This design comes from an exercise in tuning for small area, a short achievable clock period and few clock cycles per item on the open sky130 flow, not from production work. The RTL was checked by simulation tests, not by an equivalence proof against the original design.

Setup of v53:
## fpu_pipe_unit
module fpu_pipe_unit #(
    parameter int EXP_W = 8,
    parameter int MAN_W = 23,
    parameter int TAG_W = 4
) (
    input  logic                 clk,
    input  logic                 rst_n,
    input  logic                 in_valid,
    output logic                 in_ready,
    input  logic [1:0]           in_op,
    input  logic [EXP_W+MAN_W:0] in_a,
    input  logic [EXP_W+MAN_W:0] in_b,
    input  logic [TAG_W-1:0]     in_tag,
    output logic                 out_valid,
    input  logic                 out_ready,
    output logic [EXP_W+MAN_W:0] out_y,
    output logic [TAG_W-1:0]     out_tag,
    output logic [3:0]           out_flags,
    output logic [3:0]           sticky,
    input  logic                 sticky_clr
);
export LEC_CHECK = 0
export CAP_MARGIN = 20
export CORE_MARGIN = 2
export CORE_UTILIZATION = 40
export SETUP_SLACK_MARGIN = 5
export SLEW_MARGIN = 20
create_clock -name core_clock -period 10.0 [get_ports {clk}]
standard.sh (not shown) runs the stock make flow with config.mk's settings and CLKGATE_MAP_FILE= SYNTH_SCRIPT=/design/flow/synth_recipe.tcl, a recipe that flattens the netlist after the stock synthesis.
==> flow/flow/run.sh <==
#!/bin/bash
# The standard layout (standard.sh), with the port buffers that
# buffer_ports inserts made of sky130_fd_sc_hd__buf_1 cells (every input and
# output port still gets its own buffer). Everything else is the standard flow's.
set -euo pipefail
sed 's|"\${@:-finish}"|BUFFER_PORTS_ARGS="-buffer_cell sky130_fd_sc_hd__buf_1" "${@:-finish}"|' standard.sh > standard_ports.sh
grep -q 'BUFFER_PORTS_ARGS="-buffer_cell sky130_fd_sc_hd__buf_1"' standard_ports.sh
bash standard_ports.sh > standard.log 2>&1
v53 reached the end of the flow, and the finished layout is clean on the timing, design-rule and antenna checks.
Testbench counts of v53, summed over its fixed seeds: cycles 12,032, items 12,000.
[inputs] v10 vs v53
-- flow/config.mk --
<<< v53, line 8
>>> v10, line 8
export ABC_AREA = 1
Findings:
v10 was carried through to the last stage, and its layout satisfied the timing, design-rule and antenna checks.
In v10, the routing usage on met2 came out 4.6 points below the value in v53.
A capturing instance or port of the critical path of r0_q[9]$_DFFE_PP_ is what v10 shows, while r1_q[12]$_DFFE_PP_ belongs to v53.
Cell count: v10 lower than v53
v53 ended up with compound AO/OA/AOI/OAI gates as its main combinational cell family by area after synthesis; v10 ended up with adder cells.
When v10 is set beside v53, its post-synthesis sequential area ratio turns out to be 3.6 points larger.
--- input diff v10..v56 ---
==> flow/flow/run.sh <==
#!/bin/bash
# The standard layout (standard.sh), with the port buffers that
# buffer_ports inserts made of sky130_fd_sc_hd__buf_1 cells (every input and
# output port still gets its own buffer), and timing repair limited to
# resizing, swapping pins and buffering. Everything else is the standard flow's.
set -euo pipefail
sed 's|"\${@:-finish}"|BUFFER_PORTS_ARGS="-buffer_cell sky130_fd_sc_hd__buf_1" SETUP_MOVE_SEQUENCE=unbuffer,sizeup,swap,buffer "${@:-finish}"|' standard.sh > standard_ports.sh
grep -q 'SETUP_MOVE_SEQUENCE=unbuffer,sizeup,swap,buffer' standard_ports.sh
bash standard_ports.sh > standard.log 2>&1
No stage failed in v10, and the final checks on the layout all came back clean.
v56 reached the final stage; the timing, design-rule and antenna checks on its layout passed.
Between v10 and v56, the flow reports maximum frequency decreasing slightly.
On final area, v10 and v56 are basically level.

* * *

Setup of v59:
Another version of the RTL of fpu_pipe_unit (not shown whole).
Size: roughly 3500 cells after synthesis, ~250 flip-flops, ~120 I/O pins.
Design fpu_pipe_unit, start of the top module:
module fpu_pipe_unit #(
    parameter int EXP_W = 8,
    parameter int MAN_W = 23,
    parameter int TAG_W = 4
) (
    input  logic                 clk,
    input  logic                 rst_n,
    input  logic                 in_valid,
    output logic                 in_ready,
    input  logic [1:0]           in_op,
    input  logic [EXP_W+MAN_W:0] in_a,
    input  logic [EXP_W+MAN_W:0] in_b,
    input  logic [TAG_W-1:0]     in_tag,
    output logic                 out_valid,
    input  logic                 out_ready,
    output logic [EXP_W+MAN_W:0] out_y,
    output logic [TAG_W-1:0]     out_tag,
    output logic [3:0]           out_flags,
    output logic [3:0]           sticky,
    input  logic                 sticky_clr
);
    localparam logic [1:0] K_ZERO = 2'd0;
    localparam logic [1:0] K_INF  = 2'd1;
    localparam logic [1:0] K_NAN  = 2'd2;
    localparam logic [1:0] K_NV   = 2'd3;
    logic adv;           
    logic hv_q;          
    assign adv      = !hv_q || out_ready;
    assign in_ready = adv;
    logic        v1_q;
    logic [3:0]  tag1_q;
    logic        mul1_q;
    logic [31:0] a1_q;
    logic [8:0]  b1_q;           
    logic [22:0] f1_q;           
    logic        mzb1_q;         
    logic        stk1_q;         
    logic [4:0]  tza_in, tzb_in;
    always_comb begin
        tza_in = 5'd23;
        tzb_in = 5'd23;
        for (int i = 22; i >= 0; i--) begin
            if (in_a[i]) tza_in = 5'(i);
            if (in_b[i]) tzb_in = 5'(i);
        end
    end
    logic [11:0] one_in, two_in, neg_in;
    fpu_booth_enc u_enc (.y({1'b1, f1_q}), .one(one_in), .two(two_in), .neg(neg_in));
    always_ff @(posedge clk or negedge rst_n) begin
        if (!rst_n)   v1_q <= 1'b0;
        else if (adv) v1_q <= in_valid;
    end
    always_ff @(posedge clk) begin
        if (adv) begin
            tag1_q <= in_tag;
            mul1_q <= (in_op == 2'd2);
            a1_q   <= in_a;
  ...
clock: 10.0 ns
lec_check: 0
abc_area: 1
cap_margin: 20
core_margin: 2
core_utilization: 40
place_density: 0.75
setup_slack_margin: 5
slew_margin: 20
==> flow/flow/run.sh <==
#!/bin/bash
# The standard layout (standard.sh), with the port buffers that
# buffer_ports inserts made of sky130_fd_sc_hd__buf_1 cells (every input and
# output port still gets its own buffer). Everything else is the standard flow's.
set -euo pipefail
sed 's|"\${@:-finish}"|BUFFER_PORTS_ARGS="-buffer_cell sky130_fd_sc_hd__buf_1" "${@:-finish}"|' standard.sh > standard_ports.sh
grep -q 'BUFFER_PORTS_ARGS="-buffer_cell sky130_fd_sc_hd__buf_1"' standard_ports.sh
bash standard_ports.sh > standard.log 2>&1
v59 completed; timing, DRC and antenna clean
Testbench counts of v59, summed over its fixed seeds: cycles 12,032, items 12,000.
Inputs modified between v59 and v32:
- PLACE_DENSITY: 0.75 -> unset
==> flow/flow/run.sh <==
#!/bin/bash
# The standard layout (standard.sh), with the port buffers that
# buffer_ports inserts made of sky130_fd_sc_hd__buf_1 cells (every input and
# output port still gets its own buffer), and power recovery after global
# routing. Everything else is the standard flow's.
set -euo pipefail
sed 's|"\${@:-finish}"|BUFFER_PORTS_ARGS="-buffer_cell sky130_fd_sc_hd__buf_1" RECOVER_POWER=100 "${@:-finish}"|' standard.sh > standard_ports.sh
grep -q 'RECOVER_POWER=100' standard_ports.sh
bash standard_ports.sh > standard.log 2>&1
==> comparison <==
Between v59 and v32, the flow reports fmax decreasing by more than a quarter. In v32 the implementation ran to completion but is not tape-out ready, as the final checks report max-capacitance violations, max-slew violations. Total length of routed wires went down slightly going from v59 to v32. Cell at the slowest stage of the critical path: fa_1 -> v59, clkbuf_1 -> v32. Delta (v32 minus v59): depth of the most critical reg-to-reg path higher, register fraction of the total cell area moved up. Relative to v59, the wire length on met2 measured on v32 has increased slightly. Between v32 and v59, the met2 global-route usage is higher for v32.
For v55, these inputs were changed with respect to v32:
==> flow/flow/run.sh <==
#!/bin/bash
# The standard layout (standard.sh), with the port buffers that
# buffer_ports inserts made of sky130_fd_sc_hd__buf_1 cells (every input and
# output port still gets its own buffer). Everything else is the standard flow's.
set -euo pipefail
sed 's|"\${@:-finish}"|BUFFER_PORTS_ARGS="-buffer_cell sky130_fd_sc_hd__buf_1" "${@:-finish}"|' standard.sh > standard_ports.sh
grep -q 'BUFFER_PORTS_ARGS="-buffer_cell sky130_fd_sc_hd__buf_1"' standard_ports.sh
bash standard_ports.sh > standard.log 2>&1
v55 has completed all stages; timing, DRC and antenna checks passed. v32 finished every stage; the final checks, however, were not passed, the failures being max-capacitance violations, max-slew violations. Looking at biggest cell delay along the critical path, v55 sits 0.84 ns lower than v32 does. The total buffers and inverters traversed by the critical path number comes out higher for v55 vs v32. When v55 is measured against v32, its final instance area turns out about 0.46% higher. For mux contribution to synthesized area, v55 and v32 come out practically identical. Routed length on met2 went up slightly going from v32 to v55. v55 against v32: critical path depth went up by 2. Compared v32 against v55; clock tree cell share of total cell area within noise. Relative to v32, mean number of vias per cell has decreased by 0.38% in v55.
Changes in v7 relative to v55:
- CORE_UTILIZATION now 50, was 40
## What came out
Cell total after placement (v7 over v55): decrease, 199
Comparing v55 and v7, the lower longest individual stage delay on the worst path is on v55.
v55 → v7: core utilization of the finished layout has increased, normalized max-slew margin has increased, layout buffering overhead excluding clock cells has remained practically unchanged.
Setup changes, v7 to v33
- a change of CORE_UTILIZATION from 50 to 40
==> flow/run.sh (new file) <==
#!/bin/bash
# synth_recipe.tcl (not shown) runs the flow's synth.tcl, then flattens the netlist and writes it again
# the make line also repeats each setting of config.mk as NAME=value (left out here)
make -C /OpenROAD-flow-scripts/flow DESIGN_CONFIG=/design/flow/config.mk WORK_HOME=/design/flow/orfs CLKGATE_MAP_FILE= SYNTH_SCRIPT=/design/flow/synth_recipe.tcl finish
removed: flow/flow/run.sh
removed: flow/standard.sh
Findings:
Summary: max-slew headroom at the worst pin, v33 worse than v7
The placed instance area of v33 exceeds that of v7 by 3.3%.
Changes observed in v33 relative to v7: number of cells on the critical path now smaller; placeable core region rose by 15000 um2; sequential share of layout area shrank by 0.65 points; layout overhead on the synthesized area climbed 3.3 points.

* * *

fpu_pipe_unit, a different RTL version from the one above (not shown whole).
For scale: roughly 3700 cells after synthesis, roughly 300 flip-flops, roughly 32000 um2 of cells after synthesis.
Settings: LEC_CHECK=0, ABC_AREA=1, CAP_MARGIN=20, CORE_MARGIN=2, CORE_UTILIZATION=40, SETUP_SLACK_MARGIN=5, SLEW_MARGIN=20; clock period 10.0 ns.
run.sh (not shown) runs the stock make flow with config.mk's settings and CLKGATE_MAP_FILE= SYNTH_SCRIPT=/design/flow/synth_recipe.tcl, a recipe that flattens the netlist after the stock synthesis.
Stock flow here: none of the scripts above is used.
Testbench counts at the start, summed over its fixed seeds: cycles 12,032, items 12,000.
==> next run, changes <==
--- a/flow/config.mk
+++ b/flow/config.mk
@@ -7,7 +7,7 @@
 export LEC_CHECK = 0
 export ABC_AREA = 1
-export CAP_MARGIN = 20
+export CAP_MARGIN = 0
 export CORE_MARGIN = 2
 export CORE_UTILIZATION = 40
 export SETUP_SLACK_MARGIN = 5
-export SLEW_MARGIN = 20
+export SLEW_MARGIN = 0
Effect: Routed wire length does not change. Final area is unchanged. Synthesized cell count is unchanged. Non-clock buffer count is unchanged. Fmax stays the same.
==> next run, changes <==
--- a/flow/config.mk
+++ b/flow/config.mk
@@ -7,7 +7,8 @@
 export LEC_CHECK = 0
 export ABC_AREA = 1
-export CAP_MARGIN = 0
+export CAP_MARGIN = 20
 export CORE_MARGIN = 2
 export CORE_UTILIZATION = 40
+export CTS_BUF_LIST = sky130_fd_sc_hd__clkbuf_4 sky130_fd_sc_hd__clkbuf_8
 export SETUP_SLACK_MARGIN = 5
-export SLEW_MARGIN = 0
+export SLEW_MARGIN = 20
Result: The changed run completed with no timing, DRC or antenna violations. Wire length is about the same. Design area is about the same. Global-route usage barely changes. Worst hold slack hardly moves. Final cell count increases slightly. Clock skew hardly moves.
==> next run, changes <==
--- a/flow/config.mk
+++ b/flow/config.mk
@@ -9,6 +9,5 @@
 export CAP_MARGIN = 20
 export CORE_MARGIN = 2
-export CORE_UTILIZATION = 40
-export CTS_BUF_LIST = sky130_fd_sc_hd__clkbuf_4 sky130_fd_sc_hd__clkbuf_8
+export CORE_UTILIZATION = 50
 export SETUP_SLACK_MARGIN = 5
 export SLEW_MARGIN = 20
Outcome: The changed run completed without violations. Worst setup slack gets better by 0.069 ns. Routed wire length increases by a little under a tenth. Die area decreases by about a fifth. First-iteration DRC count goes up by about a fifth. Global-route usage rose by 9.0 points. Sequential share of layout area hardly moves. Utilization increases by 11 points. Cell count came out lower by a few percent.

[port drivers added, routing unchanged]
Ports are ideal in the flow. The routed layouts listed here were re-timed in OpenROAD. Step 1, drivers: a clkbuf_16 drives clk and a buf_2 each remaining input, both assumed. Step 2 moves the port delays by t, midway between the first and last clock arrival at a register: inputs arrive t later, outputs are due t later. That takes back most of the time a late clock gives input paths. a / b / c = ideal ports / drivers / drivers and shift; a / b = the first two.
run | t (ns) | setup slack, ns | worst data-port slew with drivers (ns)
v53 | 0.676 | 4.991 / 4.991 / 4.991 | 0.08
v10 | 0.649 | 5.130 / 5.130 / 5.130 | 0.07
v56 | 0.647 | 5.071 / 5.071 / 5.071 | 0.07
v59 | 0.651 | 4.917 / 4.917 / 4.917 | 0.05
v32 | 0.620 | 2.908 / 2.908 / 2.577 | 0.07
v55 | 0.620 | 4.935 / 4.935 / 4.935 | 0.07
v7 | 0.663 | 4.901 / 4.901 / 4.901 | 0.05
v33 | 0.633 | 4.963 / 4.963 / 4.963 | 0.06
the first run of note 3 | 0.647 | 4.999 / 4.999 / 4.999 | 0.07
the second run of note 3 | 0.647 | 4.999 / 4.999 / 4.999 | 0.07
the third run of note 3 | 0.727 | 4.989 / 4.989 / 4.989 | 0.06
the fourth run of note 3 | 0.625 | 5.058 / 5.022 / 4.698 | 0.05
For the fourth run of note 3, which loses most, drivers alone change the setup slack by -0.036 ns; drivers and shift together by -0.360 ns.
